What follows belongs to an exercise in optimizing a design on an open flow for small area, a short achievable clock period and few clock cycles per item; a production flow would make more cautious choices.
In this exercise RTL edits were held to simulation tests only and were not proved equivalent to the original.
Power and IR drop assume default switching activity.

<file path="flow/constraint.sdc">
create_clock -name core_clock -period 9.0 [get_ports {clk}]
set_input_delay 1.8000 -clock core_clock [delete_from_list [all_inputs] [get_ports {clk}]]
set_output_delay 1.8000 -clock core_clock [all_outputs]
set_load 0.01 [all_outputs]
</file>
<file path="flow/run.sh">
#!/bin/bash
# synth_recipe.tcl (not shown) runs the flow's synth.tcl, then flattens the netlist and writes it again
# the make line also repeats each setting of config.mk as NAME=value (left out here)
make -C /OpenROAD-flow-scripts/flow DESIGN_CONFIG=/design/flow/config.mk WORK_HOME=/design/flow/orfs CLKGATE_MAP_FILE= SYNTH_SCRIPT=/design/flow/synth_recipe.tcl finish
</file>
<file path="flow/config.mk">
export PLATFORM = sky130hd
export DESIGN_NAME = set_assoc_lru_cache_model
export DESIGN_NICKNAME = set_assoc_lru_cache_model
export VERILOG_FILES = /design/flow/design.v
export SDC_FILE = /design/flow/constraint.sdc
export NUM_CORES = 4
export LEC_CHECK = 0
export ABC_CLOCK_PERIOD_IN_PS = 3000
export CAP_MARGIN = 20
export CORE_MARGIN = 2
export CORE_UTILIZATION = 45
export PLACE_DENSITY = 0.6
export SETUP_SLACK_MARGIN = 5
export SLEW_MARGIN = 20
</file>
<file path="flow/design.v">
`timescale 1ns / 1ps
package salc_pkg;
  localparam int CNT_W = 16;
  localparam logic [CNT_W-1:0] CNT_MAX = '1;
  localparam int FUNC_W = 2;
  typedef enum logic [FUNC_W-1:0] {
    FUNC_LOAD   = 2'd0,
    FUNC_STORE  = 2'd1,
    FUNC_MODIFY = 2'd2,
    FUNC_NOP    = 2'd3
  } func_t;
  localparam int CFG_IDX_W  = 2;
  localparam int CFG_DATA_W = 5;
  typedef enum logic [CFG_IDX_W-1:0] {
    CFG_SET_BITS   = 2'd0,
    CFG_BLOCK_BITS = 2'd1,
    CFG_WAYS       = 2'd2
  } cfg_idx_t;
  localparam int SET_BITS_W   = 3;
  localparam int BLOCK_BITS_W = 5;
  localparam int WAYS_W       = 4;
  localparam logic [SET_BITS_W-1:0]   SET_BITS_RST   = 3'd4;
  localparam logic [BLOCK_BITS_W-1:0] BLOCK_BITS_RST = 5'd4;
  localparam logic [WAYS_W-1:0]       WAYS_RST       = 4'd1;
endpackage
`timescale 1ns / 1ps
`timescale 1ns / 1ps
`timescale 1ns / 1ps
module set_assoc_lru_cache_model #(
  parameter int MAX_SET_BITS = 3,
  parameter int MAX_WAYS     = 8,
  parameter int ADDR_WIDTH   = 32
) (
  input  logic                              clk,
  input  logic                              rst_n,
  input  logic                              in_valid,
  output logic                              in_ready,
  input  logic [salc_pkg::FUNC_W-1:0]       in_func,
  input  logic [ADDR_WIDTH-1:0]             in_address,
  output logic                              out_valid,
  input  logic                              out_ready,
  output logic                              out_was_hit,
  output logic                              out_was_miss,
  output logic                              out_was_eviction,
  output logic [salc_pkg::CNT_W-1:0]        out_hit_total,
  output logic [salc_pkg::CNT_W-1:0]        out_miss_total,
  output logic [salc_pkg::CNT_W-1:0]        out_eviction_total,
  input  logic                              cfg_we,
  input  logic [salc_pkg::CFG_IDX_W-1:0]    cfg_index,
  input  logic [salc_pkg::CFG_DATA_W-1:0]   cfg_wdata
);
  localparam int NSETS = 1 << MAX_SET_BITS;
  localparam int NW    = MAX_WAYS;
  localparam int CNT_W = salc_pkg::CNT_W;
  localparam logic [CNT_W-1:0] CMAX = '1;
  logic [salc_pkg::SET_BITS_W-1:0]   set_bits_r;
  logic [salc_pkg::BLOCK_BITS_W-1:0] block_bits_r;
  logic [salc_pkg::WAYS_W-1:0]       ways_r;
  logic [1:0]                        sb_eff;
  logic [NW-1:0]                     inuse;
  always_ff @(posedge clk) begin
    if (!rst_n) begin
      set_bits_r   <= salc_pkg::SET_BITS_RST;
      block_bits_r <= salc_pkg::BLOCK_BITS_RST;
      ways_r       <= salc_pkg::WAYS_RST;
    end else if (cfg_we) begin
      case (cfg_index)
        salc_pkg::CFG_SET_BITS:   set_bits_r   <= cfg_wdata[salc_pkg::SET_BITS_W-1:0];
        salc_pkg::CFG_BLOCK_BITS: block_bits_r <= cfg_wdata[salc_pkg::BLOCK_BITS_W-1:0];
        salc_pkg::CFG_WAYS:       ways_r       <= cfg_wdata[salc_pkg::WAYS_W-1:0];
        default: begin
        end
      endcase
    end
  end
  assign sb_eff = (set_bits_r > 3'd3) ? 2'd3 : set_bits_r[1:0];
  always_comb begin
    for (int w = 0; w < NW; w++) begin
      inuse[w] = (w == 0) || (ways_r > 4'(w));
    end
  end
  logic [2:0]            n_r;         
  logic                  in_ready_r;
  logic                  accept, take;
  logic                  a_valid;
  logic [1:0]            a_func;
  logic [NSETS-1:0]      a_set_oh;
  logic [2:0]            a_set;
  logic [ADDR_WIDTH-1:0] a_tag;
  logic [ADDR_WIDTH-1:0] addr_shifted;
  logic [2:0]            set_calc;
  logic [5:0]            tag_shift;
  logic [ADDR_WIDTH-1:0] tag_calc;
  assign accept = in_valid && in_ready_r;
  assign take   = out_valid && out_ready;
  assign addr_shifted = in_address >> block_bits_r;
  assign set_calc     = addr_shifted[2:0] & ~(3'b111 << sb_eff);
  assign tag_shift    = {1'b0, block_bits_r} + {4'b0, sb_eff};
  assign tag_calc     = tag_shift[5] ? '0 : (in_address >> tag_shift[4:0]);
  always_ff @(posedge clk) begin
    if (!rst_n) begin
      a_valid <= 1'b0;
    end else begin
      a_valid <= accept;
    end
    if (accept) begin
      a_func   <= in_func;
      a_set    <= set_calc;
      a_tag    <= tag_calc;
      for (int s = 0; s < NSETS; s++) a_set_oh[s] <= (set_calc == 3'(s));
    end
  end
  logic                  vld_q [NSETS][NW];
  logic                  sat_q [NSETS][NW];
  logic [ADDR_WIDTH-1:0] tag_q [NSETS][NW];
  logic                  old_q [NSETS][NW][NW];   
  logic                  b_do;
  logic [NSETS-1:0]      b_set_oh;
  logic [2:0]            b_set;
  logic [NW-1:0]         b_way;
  logic [ADDR_WIDTH-1:0] b_tag;
  logic                  b_evict, b_ge1, b_ge2;
  logic [NW-1:0]         b_rsat;
  logic                  b_sat;
  logic [NW-1:0]         b_kold;    
  assign b_sat  = b_evict ? b_ge2 : b_ge1;
  assign b_kold = b_sat ? b_rsat : '0;
  logic                  s_vld [NW];
  logic                  s_sat [NW];
  logic [ADDR_WIDTH-1:0] s_tag [NW];
  logic                  s_old [NW][NW];
  logic                  r_vld [NW];
  logic                  r_sat [NW];
  logic                  r_old [NW][NW];
  logic [NW-1:0]         eq, inv, vic, hit_oh, inv_oh, way_oh, fwd_way;
  logic                  fwd, ab_eq;
  logic                  hit, inv_found, evict, nop, do_acc;
  logic [CNT_W-1:0]      tot_r;
  logic                  ge1, ge2;
  always_comb begin
    for (int w = 0; w < NW; w++) begin
      s_vld[w] = vld_q[a_set][w];
      s_sat[w] = sat_q[a_set][w];
      s_tag[w] = tag_q[a_set][w];
      for (int j = 0; j < NW; j++) s_old[w][j] = old_q[a_set][w][j];
    end
  end
  assign fwd     = b_do && (b_set == a_set);
  assign fwd_way = fwd ? b_way : '0;
  assign ab_eq   = (a_tag == b_tag);
  always_comb begin
    for (int w = 0; w < NW; w++) begin
      r_vld[w] = s_vld[w] || fwd_way[w];
      r_sat[w] = fwd_way[w] ? b_sat : s_sat[w];
      for (int j = 0; j < NW; j++) begin
        if (fwd_way[j])      r_old[w][j] = 1'b1;
        else if (fwd_way[w]) r_old[w][j] = b_kold[j];
        else                 r_old[w][j] = s_old[w][j];
      end
    end
  end
  always_comb begin
    for (int w = 0; w < NW; w++) begin
      if (fwd_way[w]) eq[w] = inuse[w] && ab_eq;
      else            eq[w] = inuse[w] && s_vld[w] && (s_tag[w] == a_tag);
      inv[w] = inuse[w] && !r_vld[w];
      vic[w] = inuse[w];
      for (int j = 0; j < NW; j++) begin
        if (j < w) vic[w] = vic[w] && (!inuse[j] || !r_old[j][w]);
        if (j > w) vic[w] = vic[w] && (!inuse[j] || r_old[w][j]);
      end
    end
    hit_oh = eq & ~(eq - 1'b1);
    inv_oh = inv & ~(inv - 1'b1);
  end
  assign nop       = (a_func == salc_pkg::FUNC_NOP);
  assign do_acc    = a_valid && !nop;
  assign hit       = |eq;
  assign inv_found = |inv;
  assign evict     = !hit && !inv_found;
  assign way_oh    = hit ? hit_oh : (inv_found ? inv_oh : vic);
  assign ge1 = (tot_r >= CMAX - 16'd1);
  assign ge2 = (tot_r >= CMAX - 16'd2);
  always_ff @(posedge clk) begin
    if (!rst_n) begin
      b_do <= 1'b0;
    end else begin
      b_do <= do_acc;
    end
    b_set_oh <= a_set_oh;
    b_set    <= a_set;
    b_way    <= way_oh;
    b_tag    <= a_tag;
    b_evict  <= evict;
    b_ge1    <= ge1;
    b_ge2    <= ge2;
    for (int j = 0; j < NW; j++) b_rsat[j] <= r_sat[j];
  end
  always_ff @(posedge clk) begin
    if (!rst_n) begin
      for (int s = 0; s < NSETS; s++)
        for (int w = 0; w < NW; w++) vld_q[s][w] <= 1'b0;
    end else begin
      for (int s = 0; s < NSETS; s++)
        for (int w = 0; w < NW; w++)
          if (b_do && b_set_oh[s] && b_way[w]) vld_q[s][w] <= 1'b1;
    end
  end
  always_ff @(posedge clk) begin
    for (int s = 0; s < NSETS; s++) begin
      for (int w = 0; w < NW; w++) begin
        if (b_do && b_set_oh[s] && b_way[w]) begin
          tag_q[s][w] <= b_tag;
          sat_q[s][w] <= b_sat;
        end
        for (int j = w + 1; j < NW; j++) begin
          if (b_do && b_set_oh[s] && b_way[j]) old_q[s][w][j] <= 1'b1;
          if (b_do && b_set_oh[s] && b_way[w]) old_q[s][w][j] <= b_kold[j];
        end
      end
    end
  end
  logic [CNT_W-1:0] tp1, tp2, tp3;
  assign tp1 = (tot_r >= CMAX - 16'd0) ? CMAX : tot_r + 16'd1;
  assign tp2 = (tot_r >= CMAX - 16'd1) ? CMAX : tot_r + 16'd2;
  assign tp3 = (tot_r >= CMAX - 16'd2) ? CMAX : tot_r + 16'd3;
  always_ff @(posedge clk) begin
    if (!rst_n) begin
      tot_r <= '0;
    end else if (do_acc) begin
      if (a_func == salc_pkg::FUNC_MODIFY) tot_r <= evict ? tp3 : tp2;
      else                                 tot_r <= evict ? tp2 : tp1;
    end
  end
  localparam int FD = 3;
  logic       r_v;
  logic [3:0] r_flags;
  logic [3:0] fifo_q [FD];
  logic [1:0] fifo_n;
  logic       head_v, out_free, out_load, push, pop;
  logic [3:0] ld_flags;
  logic [1:0] hinc;
  always_ff @(posedge clk) begin
    if (!rst_n) begin
      r_v <= 1'b0;
    end else begin
      r_v <= a_valid;
    end
    r_flags <= do_acc ? {a_func == salc_pkg::FUNC_MODIFY, evict, !hit, hit} : 4'b0000;
  end
  assign head_v   = (fifo_n != 2'd0);
  assign out_free = !out_valid || out_ready;
  assign out_load = out_free && (head_v || r_v);
  assign ld_flags = head_v ? fifo_q[0] : r_flags;
  assign pop      = out_load && head_v;
  assign push     = r_v && !(out_free && !head_v);
  assign hinc     = {1'b0, ld_flags[0]} + {1'b0, ld_flags[3]};
  function automatic logic [CNT_W-1:0] sat_add1(input logic [CNT_W-1:0] v);
    sat_add1 = (v == CMAX) ? CMAX : v + 16'd1;
  endfunction
  function automatic logic [CNT_W-1:0] sat_add2(input logic [CNT_W-1:0] v);
    sat_add2 = (v >= CMAX - 16'd1) ? CMAX : v + 16'd2;
  endfunction
  logic [CNT_W-1:0] hp1, hp2, mp1, ep1;
  assign hp1 = sat_add1(out_hit_total);
  assign hp2 = sat_add2(out_hit_total);
  assign mp1 = sat_add1(out_miss_total);
  assign ep1 = sat_add1(out_eviction_total);
  always_ff @(posedge clk) begin
    if (!rst_n) begin
      fifo_n             <= '0;
      out_valid          <= 1'b0;
      out_hit_total      <= '0;
      out_miss_total     <= '0;
      out_eviction_total <= '0;
      n_r                <= '0;
      in_ready_r         <= 1'b1;
    end else begin
      n_r        <= n_r + 3'(accept) - 3'(take);
      in_ready_r <= (n_r + 3'(accept) - 3'(take)) <= 3'(FD);
      if (out_load) begin
        out_valid          <= 1'b1;
        out_was_hit        <= ld_flags[0];
        out_was_miss       <= ld_flags[1];
        out_was_eviction   <= ld_flags[2];
        out_hit_total      <= hinc[1] ? hp2 : (hinc[0] ? hp1 : out_hit_total);
        out_miss_total     <= ld_flags[1] ? mp1 : out_miss_total;
        out_eviction_total <= ld_flags[2] ? ep1 : out_eviction_total;
      end else if (take) begin
        out_valid <= 1'b0;
      end
      for (int i = 0; i < FD; i++) begin
        if (push && 2'(i) == fifo_n - 2'(pop)) fifo_q[i] <= r_flags;
        else if (pop && i + 1 < FD)            fifo_q[i] <= fifo_q[(i + 1) % FD];
      end
      fifo_n <= fifo_n + 2'(push) - 2'(pop);
    end
  end
  assign in_ready = in_ready_r;
endmodule
</file>
==> impl_metrics.toml <==
[setup_path]
crit_slowest_cell = "or3_1"
cp_max_fo = 7
worst_setup_path_end_kind = "register"
required_ns = 9.80
worstPathArrival_ns = 5.28
critical_path.startpoint_type = "register"
critPathMaxStageDelay_ns = 0.46
crit_chain = "buf_6 -> buf_16 -> buf_12 -> nor2b_4 -> clkbuf_16 -> buf_4 -> buf_12 -> a221oi_1 -> o22ai_2 -> xor2_2 -> o211ai_1 -> or3_1 -> nor3_4 -> buf_4 -> a41oi_4 -> o211a_4 -> nand4_4 -> nor3b_2 -> or3_1"
path_class = "register to register"

[logic_synthesis]
ys_seq_area_share_pct = 69.8
ys_warn_count = 301
syn_avg_cell_area_um2 = 15.1
synthFlopType = "edfxtp_1"
async_flop_share_pct = 0
syn_inst = 7187
ys_ff_latch = 2603
ys_types = 91
synth_fp_nets = 7253
synth_enable_flop_cells = 2388
syn_area_um2 = 109000

[detailed_routing]
via_per_inst = 6.62
drt-total-wl_um = 415000
met2_length_um = 180000
drc = 0
wl_per_cell_um = 37.6
drt_iter0_markers = 11875
vias = 73056
route.top_layer_used = "met5"
dr_wl_met3_um = 54700
detail-route-antenna-nets = 0
route.layer.met1.wl_um = 151000
first_pass_iters = 6

[pwr]
clkPwrFrac_pct = 35.9
comb_power_share_pct = 20.4
power.density_nw_per_um2 = 250
power.switching_fraction_pct = 29.2
totalPowerFinal_mw = 32.0
p_switching_mw = 9.34
internal_power_mw = 22.7
seqPwrFrac_pct = 43.7
p_leak_nw = 44.6
peakVddDrop_uv = 221

[global_route]
antenna_found_initial = 26
grt_pass1_vias = 68761
grtUsageTotal_pct = 33.0
grt_pass1_wl_um = 561000
grt_max_degree = 75
grt_overflow_total = 0

[die]
die_h_um = 496
core_um2 = 241000
io_pins = 99
dieArea_um2 = 246000
die_x_um = 496
rows = 180
start_util_pct = 45.3

[finish]
nNetsFinal = 7686
drive_gt1_share_pct = 19.8
synthToLayoutAreaGrowth_pct = 17.8
fin_area_um2 = 128000
nFillCells = 19538

[clocking]
clock_sinks = 2603
clock_path_buffers = 4
htreeDepth = 5
cts_tree = "yes"
cts_made_buffers = 291
clk_pin_slew_ns = 0.06
holdBufCountCts = 0
cts-root-buf = "clkbuf_16"
clock_latency_ns = 0.97

[place]
pre_cts_slack_ns = 2.49
portBuffers = 98
gp_congestion = 1.04
placed_area_um2 = 114000
place_hpwl_um = 222000

[sta]
post-route-min-period_ns = 4.48
fin_skew_ns = 0.0679
fin_crit_sh_pct = 49.8
slew_headroom_pct = 19.4
finalSetupViolations = 0
tightest_slew_ns = 1.21
drv_slew = 0
rsz0062_at_grt = "true"
worst_slack_ns = 4.52
hold_viol_final = 0
setup-tns-final_ns = 0
fmax_mhz = 223

[run_status]
status = "finished clean"

[job]
drv_cap = 0

[hold_path]
hold_path_class = "register to register"
-- final cells by class --
type	count	area (µm²)	area share, %
Antenna cell	24	60.1	0.0468
Clock buffer	370	7830	6.11
Clock inverter	130	1130	0.885
Inverter	129	564	0.440
Multi-Input combinational cell	3994	31100	24.3
Sequential cell	2603	76100	59.3
Tap cell	3185	3990	3.11
Timing Repair Buffer	599	7420	5.79
Timing Repair inverter	2	17.5	0.0137
-- registers in the layout, summed over array words and instances (netlist names), 3 cells and up --
signal and count:
tag_q 2048, block_bits_r 5, b_set 3, set_bits_r 3, a_set_oh 8, out_miss_total 16, a_set 3, tot_r 16
b_tag 32, r_flags 4, out_eviction_total 16, ways_r 4, b_rsat 7, n_r 3, out_hit_total 16, sat_q 56
b_way 8, fifo_q 12, a_tag 32, old_q 224, b_set_oh 8, vld_q 64
-- cells in the mapped netlist, types with 27 or more instances --
cell         n  area share, %
a211oi_1    37           0.26
a21oi_1    190           0.87
a221o_1     92           0.85
a221oi_1   182            1.5
a222oi_1    27           0.25
a22o_1      53           0.43
a22oi_1    184            1.3
a31oi_1     44           0.25
and2_1      34           0.20
and3_1      32           0.18
buf_1       52           0.18
buf_2      135           0.62
buf_4       40           0.28
buf_6       42           0.43
clkbuf_1   196           0.68
dfxtp_1    215            4.0
edfxtp_1  2388             66
inv_1      108           0.37
mux2_2     192            2.0
mux2i_1    417            3.8
mux4_2     169            3.5
nand2_1    757            2.6
nand2b_1    29           0.17
nand3_1     75           0.34
nand4_1     54           0.31
nor2_1     339            1.2
nor2b_1     33           0.19
nor3_1      54           0.25
nor4_1      68           0.39
o21ai_0    135           0.62
o22ai_1    104           0.60
xnor2_1    211            1.7
xor2_1      87           0.70
-- final timing paths --
kind | start | endpoint | slack, ns | cells after the start
max | a_set[2] | b_way[1] | 4.52 | 19
min | a_set_oh[7] | b_set_oh[7] | 0.34 | 0
max reg2reg | a_set[2] | b_way[1] | 4.52 | 19
min reg2reg | a_set_oh[7] | b_set_oh[7] | 0.34 | 0
-- logic make-up (layout without fill, tap and decap cells) --
logic type / after synthesis / after routing / share of synthesized area [%]
buffers and inverters: 594 / 1230 / 2.63
and+or+nand+nor: 1596 / 1600 / 6.70
muxes: 791 / 791 / 9.46
adders and majority gates: 20 / 20 / 0.244
other: 0 / 24 / 0
xor gates and xnor gates: 298 / 298 / 2.40
AOI/OAI and AO/OA: 1285 / 1285 / 8.73
DFF: 2603 / 2603 / 69.8
-- layer usage --
layer	vias up	track usage [%]
li1	29095	-
met1	37260	43.0
met2	5414	48.4
met3	1277	10.4
met4	10	19.6
met5	-	1.53
-- what timing repair did --
action                                 4_1_cts  5_1_grt
gates cloned                                53        6
resized for setup                          351       86
setup endpoints to repair                   29       30
pin swaps                                   70       85
buffers inserted                           142       49
endpoints found under the hold margin        0        0
-- through the flow --
stage / std cells / utilization, % / hold slack [ns]
3_3_place_gp: 10260 / 47.3 / 0.328
2_1_floorplan: 7187 / - / 0.323
5_1_grt: 11016 / 53.3 / 0.354
6_report: 11036 / 53.3 / 0.340
4_1_cts: 10957 / 52.9 / 0.342
3_5_place_dp: 10262 / 47.3 / 0.328
-- power by group through the flow --
stage                     registers [mW]  logic, mW  clock network (mW)
final                               14.0       6.53                11.5
after global routing                14.0       6.60                12.0
after CTS                           14.0       6.15                11.5
after detailed placement            14.3       5.26                   0
after global placement              14.3       5.22                   0
after floorplan                     14.4       2.82                   0
-- cells in the final DEF, fill, tap and decap left out, types with 41 or more instances in the layout --
cell type        count
inv_1               57
clkbuf_16          303
clkinv_2            41
o21ai_0            125
a22o_1              53
mux2i_1            403
buf_12              54
a21oi_1            188
buf_4              305
inv_2               62
mux2_2             191
o22ai_1            100
nand2_1            747
clkbuf_1            60
nor4_1              57
nand4_1             54
clkdlybuf4s50_1     97
xnor2_1            208
mux4_2             169
dfxtp_1            182
edfxtp_1          2388
buf_6               46
a221o_1             92
nor2_1             334
a31oi_1             43
nor3_1              45
a221oi_1           167
xor2_1              83
nand3_1             74
a22oi_1            182
clkinv_1            57
-- critical path: cells and delay by family, from the launching register on --
family	cells	cell delay, ns
AO/OA/AOI/OAI	5	0.93
XOR/XNOR	1	0.21
buffers and inverters	7	1.24
flip-flops	1	0.40
AND/OR/NAND/NOR	6	1.48
Testbench counts, summed over its fixed seeds: cycles 16,024, items 16,000.

## port drivers added, routing unchanged
No port has a modelled driver above. Below, the same layout with a new extraction and two added sets of constraints. Step 1 assumes that a clkbuf_16 drives the clock port and a buf_2 every other input. Step 2 times the ports against the registers' clock, not the clock port: input delays grow and output delays shrink by t, the midpoint of the rising clock arrivals with the driver on. Slacks: no drivers / after step 1 / after step 2; pairs: no drivers / after step 1.
t (ns): 1.049
setup WS [ns]: 4.517 / 4.517 / 4.517
worst setup path at the end: register to register
clock arrival spread, ns: 0.072 / 0.072
After both steps this run still meets setup and hold. The setup slack of this run moves by 0.000 ns with the drivers and by 0.000 ns with both steps.
